This is an optimization exercise on Yosys and OpenROAD, whose aim is small area, a short achievable clock period and few clock cycles per item, not a production implementation. At most, simulation tests tie the RTL to the original design; equivalence was not proved. Power and IR drop assume default switching activity.

Design rational_add_sub_reduce_top, start of the top module:
module rational_add_sub_reduce_top
(
    input  wire logic      aclk,
    input  wire logic      aresetn,
    input  wire logic      s_valid,
    output logic           s_ready,
    input  wire logic [128:0] s_data,    
    output logic           m_valid,
    input  wire logic      m_ready,
    output logic [126:0]   m_data       
);
    localparam logic [1:0] M_IDLE = 2'd0, M_RUN = 2'd1, M_DONE = 2'd2;
    logic [1:0]  mstate;
    logic [3:0]  mcnt;
    logic [33:0] mn_hi, md_hi;   
    logic [31:0] mn_lo, md_lo;   
    logic [31:0] x_an, x_bn, x_ad;
    logic [2:0]  dbd, dad;       
    logic        f1, f2;         
    logic        mzden;          
    function automatic logic [2:0] booth_dec(input logic y1, input logic y0,
                                             input logic yp, input logic flip);
        booth_dec[0] = y0 ^ yp;
        booth_dec[1] = (y1 & ~y0 & ~yp) | (~y1 & y0 & yp);
        booth_dec[2] = y1 ^ flip;
    endfunction
    function automatic logic [35:0] booth_pp(input logic [31:0] x, input logic [2:0] d);
        logic [35:0] m;
        m = d[0] ? {{4{x[31]}}, x} : (d[1] ? {{3{x[31]}}, x, 1'b0} : 36'd0);
        booth_pp = d[2] ? ~m : m;
    endfunction
    wire [35:0] pp1 = booth_pp(x_an, dbd);
    wire [35:0] pp2 = booth_pp(x_bn, dad);
    wire [35:0] pp3 = booth_pp(x_ad, dbd);
    wire [35:0] acc_n = {{2{mn_hi[33]}}, mn_hi};
    wire [35:0] acc_d = {{2{md_hi[33]}}, md_hi};
    wire [35:0] cs_s = acc_n ^ pp1 ^ pp2;
  ...
Size: roughly 6300 cells after synthesis, roughly 630 flip-flops, about 260 I/O pins.
clock: 10.0 ns
lec_check: 0
abc_clock_period_in_ps: 4000
cap_margin: 20
core_margin: 2
core_utilization: 40
place_density: 0.6
setup_slack_margin: 5
slew_margin: 20
run.sh (not shown) runs the stock make flow with config.mk's settings and CLKGATE_MAP_FILE= SYNTH_SCRIPT=/design/flow/synth_recipe.tcl, a recipe that flattens the netlist after the stock synthesis.
Testbench counts at the start, summed over its fixed seeds: cycles 119,682, items 3,200.
Next try:
==> flow/flow/run.sh (new file) <==
#!/bin/bash
# Standard layout, with timing repair aimed below the clock period.
set -euo pipefail
bash standard.sh SETUP_SLACK_MARGIN=5.5 finish > standard_flow.log 2>&1
==> flow/standard.sh (new file) <==
#!/bin/bash
# synth_recipe.tcl (not shown) runs the flow's synth.tcl, then flattens the netlist and writes it again
# the make line also repeats each setting of config.mk as NAME=value (left out here)
make -C /OpenROAD-flow-scripts/flow DESIGN_CONFIG=/design/flow/config.mk WORK_HOME=/design/flow/orfs CLKGATE_MAP_FILE= SYNTH_SCRIPT=/design/flow/synth_recipe.tcl "${@:-finish}"
--- a/flow/config.mk
+++ b/flow/config.mk
@@ -13 +12,0 @@
-export SETUP_SLACK_MARGIN = 5
removed: flow/run.sh
What happened: The new run ran to the end with no violations; final cell count grows by a few percent; cell area grows by a few percent; core utilization grows by 2.8 points; total power grows by a few percent; fmax grows by a little under a tenth.

---

Another version of the RTL of rational_add_sub_reduce_top (not shown whole).
Size: roughly 7400 cells after synthesis, ~53000 sq um of cells after synthesis.
Settings: LEC_CHECK=0, ABC_AREA=1, ABC_CLOCK_PERIOD_IN_PS=3000, CAP_MARGIN=20, CORE_MARGIN=2, CORE_UTILIZATION=60, CTS_CLUSTER_DIAMETER=120, CTS_CLUSTER_SIZE=20, PLACE_DENSITY=0.7, SETUP_SLACK_MARGIN=5, SLEW_MARGIN=20; clock period 10.0 ns.
Stock flow here: none of the scripts above is used.
Testbench counts at the start, summed over its fixed seeds: cycles 102,509, items 3,200.
==> next run, changes <==
- ABC_CLOCK_PERIOD_IN_PS: 3000 -> 4000
- TNS_END_PERCENT: default -> 10
Result: The new run finished clean. Routed wire length falls by 2.6%. Setup slack loses 0.11 ns. Final cell count barely changes. Power falls by 1.1%. Synthesized area does not change. First-iteration DRC count falls by 11%. Clock skew rises by 0.010 ns.
==> next run, changes <==
- TNS_END_PERCENT: 10 -> 0
Setup slack gains 0.023 ns.
Sequential cell count stays the same.
Area after synthesis is unchanged.
Cell area came out higher by 0.45%.
Total power goes up by 0.55%.
Worst hold slack gets better by 0.036 ns.
Sequential power hardly moves.
Wire length went up by 2.5%.
==> next run, changes <==
- CTS_CLUSTER_DIAMETER: 120 -> default
- CTS_CLUSTER_SIZE: 20 -> default
- TNS_END_PERCENT: 0 -> default
Worst hold slack degrades by 0.0045 ns; cell area climbs by 2.3%; area after synthesis stays the same; flip-flop and latch count stays the same.
==> next run, changes <==
- ABC_CLOCK_PERIOD_IN_PS: 4000 -> 5500
- CTS_CLUSTER_DIAMETER: default -> 120
- CTS_CLUSTER_SIZE: default -> 20
The changed run passed the timing, DRC and antenna checks.
Total power went down by roughly a tenth.
Routed wire length barely changes.
Setup slack improved by 0.0092 ns.
Critical path depth went up by 2.
Die area is unchanged.
Cell count went down slightly.
Fmax stays flat.
Cell area went down by a few percent.
==> next run, changes <==
- ABC_CLOCK_PERIOD_IN_PS: 5500 -> 4000
- CTS_CLUSTER_DIAMETER: 120 -> 100
- CTS_CLUSTER_SIZE: 20 -> 24
=> Worst hold slack gets better by 0.0065 ns; synthesized area stays the same; fmax drops slightly; design area rises slightly.

---

Setup of rev 12:
rational_add_sub_reduce_top, a different RTL version from the one above (not shown whole).
For scale: about 610 flip-flops, about 0.052 mm2 of cells after synthesis.
// rational_add_sub_reduce_top
module rational_add_sub_reduce_top
(
    input  wire logic      aclk,
    input  wire logic      aresetn,
    input  wire logic      s_valid,
    output logic           s_ready,
    input  wire logic [128:0] s_data,    
    output logic           m_valid,
    input  wire logic      m_ready,
    output logic [126:0]   m_data       
);
==> flow/config.mk <==
export PLATFORM = sky130hd
export DESIGN_NAME = rational_add_sub_reduce_top
export DESIGN_NICKNAME = rational_add_sub_reduce_top
export VERILOG_FILES = /design/flow/design.v
export SDC_FILE = /design/flow/constraint.sdc
export NUM_CORES = 4
export LEC_CHECK = 0
export ABC_CLOCK_PERIOD_IN_PS = 4000
export CAP_MARGIN = 20
export CORE_MARGIN = 2
export CORE_UTILIZATION = 60
export PLACE_DENSITY = 0.7
export SLEW_MARGIN = 20
==> flow/constraint.sdc <==
create_clock -name core_clock -period 10.0 [get_ports {aclk}]
set_input_delay 2.0000 -clock core_clock [delete_from_list [all_inputs] [get_ports {aclk}]]
set_output_delay 2.0000 -clock core_clock [all_outputs]
set_load 0.01 [all_outputs]
standard.sh (not shown) runs the stock make flow with config.mk's settings and CLKGATE_MAP_FILE= SYNTH_SCRIPT=/design/flow/synth_recipe.tcl, a recipe that flattens the netlist after the stock synthesis.
==> flow/flow/run.sh <==
#!/bin/bash
# Standard layout, with timing repair aimed below the clock period.
set -euo pipefail
bash standard.sh SETUP_SLACK_MARGIN=6 finish > standard_flow.log 2>&1
Testbench counts of rev 12, summed over its fixed seeds: cycles 104,752, items 3,200.
Input-level comparison between rev 13 and rev 12:
==> flow/run.sh (new file) <==
#!/bin/bash
# synth_recipe.tcl (not shown) runs the flow's synth.tcl, then flattens the netlist and writes it again
# the make line also repeats each setting of config.mk as NAME=value (left out here)
make -C /OpenROAD-flow-scripts/flow DESIGN_CONFIG=/design/flow/config.mk WORK_HOME=/design/flow/orfs CLKGATE_MAP_FILE= SYNTH_SCRIPT=/design/flow/synth_recipe.tcl finish
-- flow/config.mk --
<<< rev 12, line 11
export CORE_UTILIZATION = 60
export PLACE_DENSITY = 0.7
>>> rev 13, line 11
export CORE_UTILIZATION = 70
export PLACE_DENSITY = 0.8
export SETUP_SLACK_MARGIN = 5
removed: flow/flow/run.sh
removed: flow/standard.sh
==> comparison <==
- Cmp rev 12 and rev 13 / die outline width / lower: rev 13
- The capturing element of the worst setup path comes out mn_hi[24]$_SDFFCE_PN0P_ in one run and b[58]$_DFFE_PP_ in the other, namely in rev 13 and rev 12 respectively.
- The total power draw in rev 13 sits about 8% below the value recorded for rev 12.
- Rev 13 vs rev 12: fraction of power consumed by the clock network up in rev 13

---

== v6 ==
Another version of the RTL of rational_add_sub_reduce_top (not shown whole).
Size: roughly 8500 cells after synthesis, roughly 610 flip-flops, ~260 I/O pins, about 0.057 sq mm of cells after synthesis.
make LEC_CHECK=0 ABC_AREA=1 ABC_CLOCK_PERIOD_IN_PS=4000 CAP_MARGIN=20 CORE_MARGIN=2 CORE_UTILIZATION=60 PLACE_DENSITY=0.7 SETUP_SLACK_MARGIN=5 SLEW_MARGIN=20 finish   # period 10.0 ns
run.sh (not shown) runs the stock make flow with config.mk's settings and CLKGATE_MAP_FILE= SYNTH_SCRIPT=/design/flow/synth_recipe.tcl, a recipe that flattens the netlist after the stock synthesis.
Stock flow here: none of the scripts above is used.
In summary, v6 completed successfully, with a layout that passed the timing, DRC and antenna checks.
Inputs modified between v6 and v7:
Settings: removing ABC_AREA (formerly 1); removing SETUP_SLACK_MARGIN (formerly 5).
==> flow/flow/run.sh (new file) <==
#!/bin/bash
# Standard layout, with timing repair aimed below the clock period.
set -euo pipefail
bash standard.sh SETUP_SLACK_MARGIN=5.5 finish > standard_flow.log 2>&1
==> flow/standard.sh (new file) <==
#!/bin/bash
# synth_recipe.tcl (not shown) runs the flow's synth.tcl, then flattens the netlist and writes it again
# the make line also repeats each setting of config.mk as NAME=value (left out here)
make -C /OpenROAD-flow-scripts/flow DESIGN_CONFIG=/design/flow/config.mk WORK_HOME=/design/flow/orfs CLKGATE_MAP_FILE= SYNTH_SCRIPT=/design/flow/synth_recipe.tcl "${@:-finish}"
removed: flow/run.sh
Notes after the runs:
Between v7 and v6, number of vias per cell is higher for v7, v6 comes in under that. Post-cts resize count in v7 is 257 above v6. Going from v6 to v7, the data arrival time at the worst-slack endpoint was found to have gone down by 60 ps. Routed length per placed instance in v7 vs v6: up about 24%. Row clock network contribution to total cell area: v7 lower / v6 higher. Re final period utilization: v7 and v6 aren't equal, and the lower value belongs to v7.
No functional check of the RTL was part of any run of this note.

---

RTL: one of the versions met above, not the one the previous note started from.
For scale: about 620 flip-flops, roughly 260 I/O pins, roughly 53000 sq um of cells after synthesis.
make LEC_CHECK=0 ABC_AREA=1 ABC_CLOCK_PERIOD_IN_PS=4000 CAP_MARGIN=20 CORE_MARGIN=2 CORE_UTILIZATION=60 CTS_CLUSTER_DIAMETER=120 CTS_CLUSTER_SIZE=20 PLACE_DENSITY=0.7 SETUP_SLACK_MARGIN=5 SLEW_MARGIN=20 finish   # period 10.0 ns
Stock flow here: none of the scripts above is used.
The baseline completed with no timing, DRC or antenna violations.
Testbench counts at the start, summed over its fixed seeds: cycles 102,509, items 3,200.
Rerun with:
Settings changed: CTS_CLUSTER_DIAMETER 120 to 150, CTS_CLUSTER_SIZE 20 to 16.
Worst setup slack loses 0.043 ns.
Cell count barely changes.
Global-route usage grows by 0.11 points.
Worst hold slack loses 0.0032 ns.
Total power climbs by 0.66%.
Combinational power decreases by about 2%.
Synthesized cell count does not change.

[port drivers added, routing unchanged]
No port has a modelled driver above. Below, the same layouts with a new extraction and two added sets of constraints.
Step 1: set_driving_cell puts a clkbuf_16 on aclk and a buf_2 on each other input, an assumption about the parent block.
Step 2 also shifts input and output timing later by t, the mid clock arrival at the registers, as if the neighbouring blocks saw the same clock.
a / b / c = no drivers / after step 1 / after step 2; a / b = the first two.
| run | shift t [ns] | setup slack, ns | clock arrival spread, ns | pins driven straight from the clock port |
|---|---|---|---|---|
| the first run of note 1 | 0.752 | 5.015 / 5.015 / 4.320 | 0.044 / 0.043 | 1 |
| the second run of note 1 | 0.750 | 5.406 / 5.406 / 4.942 | 0.035 / 0.035 | 1 |
| the first run of note 2 | 0.688 | 5.146 / 5.091 / 4.403 | 0.027 / 0.028 | 1 |
| the second run of note 2 | 0.688 | 5.038 / 5.000 / 4.313 | 0.039 / 0.039 | 1 |
| the third run of note 2 | 0.675 | 5.061 / 4.997 / 4.322 | 0.025 / 0.025 | 1 |
| the fourth run of note 2 | 0.733 | 5.137 / 5.079 / 4.346 | 0.032 / 0.032 | 1 |
| the fifth run of note 2 | 0.688 | 5.146 / 5.091 / 4.403 | 0.027 / 0.028 | 1 |
| the sixth run of note 2 | 0.684 | 5.107 / 5.064 / 4.379 | 0.037 / 0.037 | 1 |
| rev 12 | 0.726 | 5.048 / 5.048 / 4.572 | 0.044 / 0.044 | 1 |
| rev 13 | 0.696 | 4.981 / 4.981 / 4.567 | 0.022 / 0.022 | 1 |
| v6 | 0.750 | 5.094 / 5.094 / 4.455 | 0.036 / 0.037 | 1 |
| v7 | 0.750 | 5.125 / 5.125 / 4.574 | 0.039 / 0.038 | 1 |
| the first run of note 5 | 0.688 | 5.146 / 5.091 / 4.403 | 0.027 / 0.028 | 1 |
| the second run of note 5 | 0.703 | 5.103 / 5.050 / 4.347 | 0.040 / 0.040 | 1 |
After both steps every run listed still meets setup and hold. For the fourth run of note 2, which loses most, drivers alone change the setup slack by -0.058 ns; drivers and shift together by -0.791 ns.
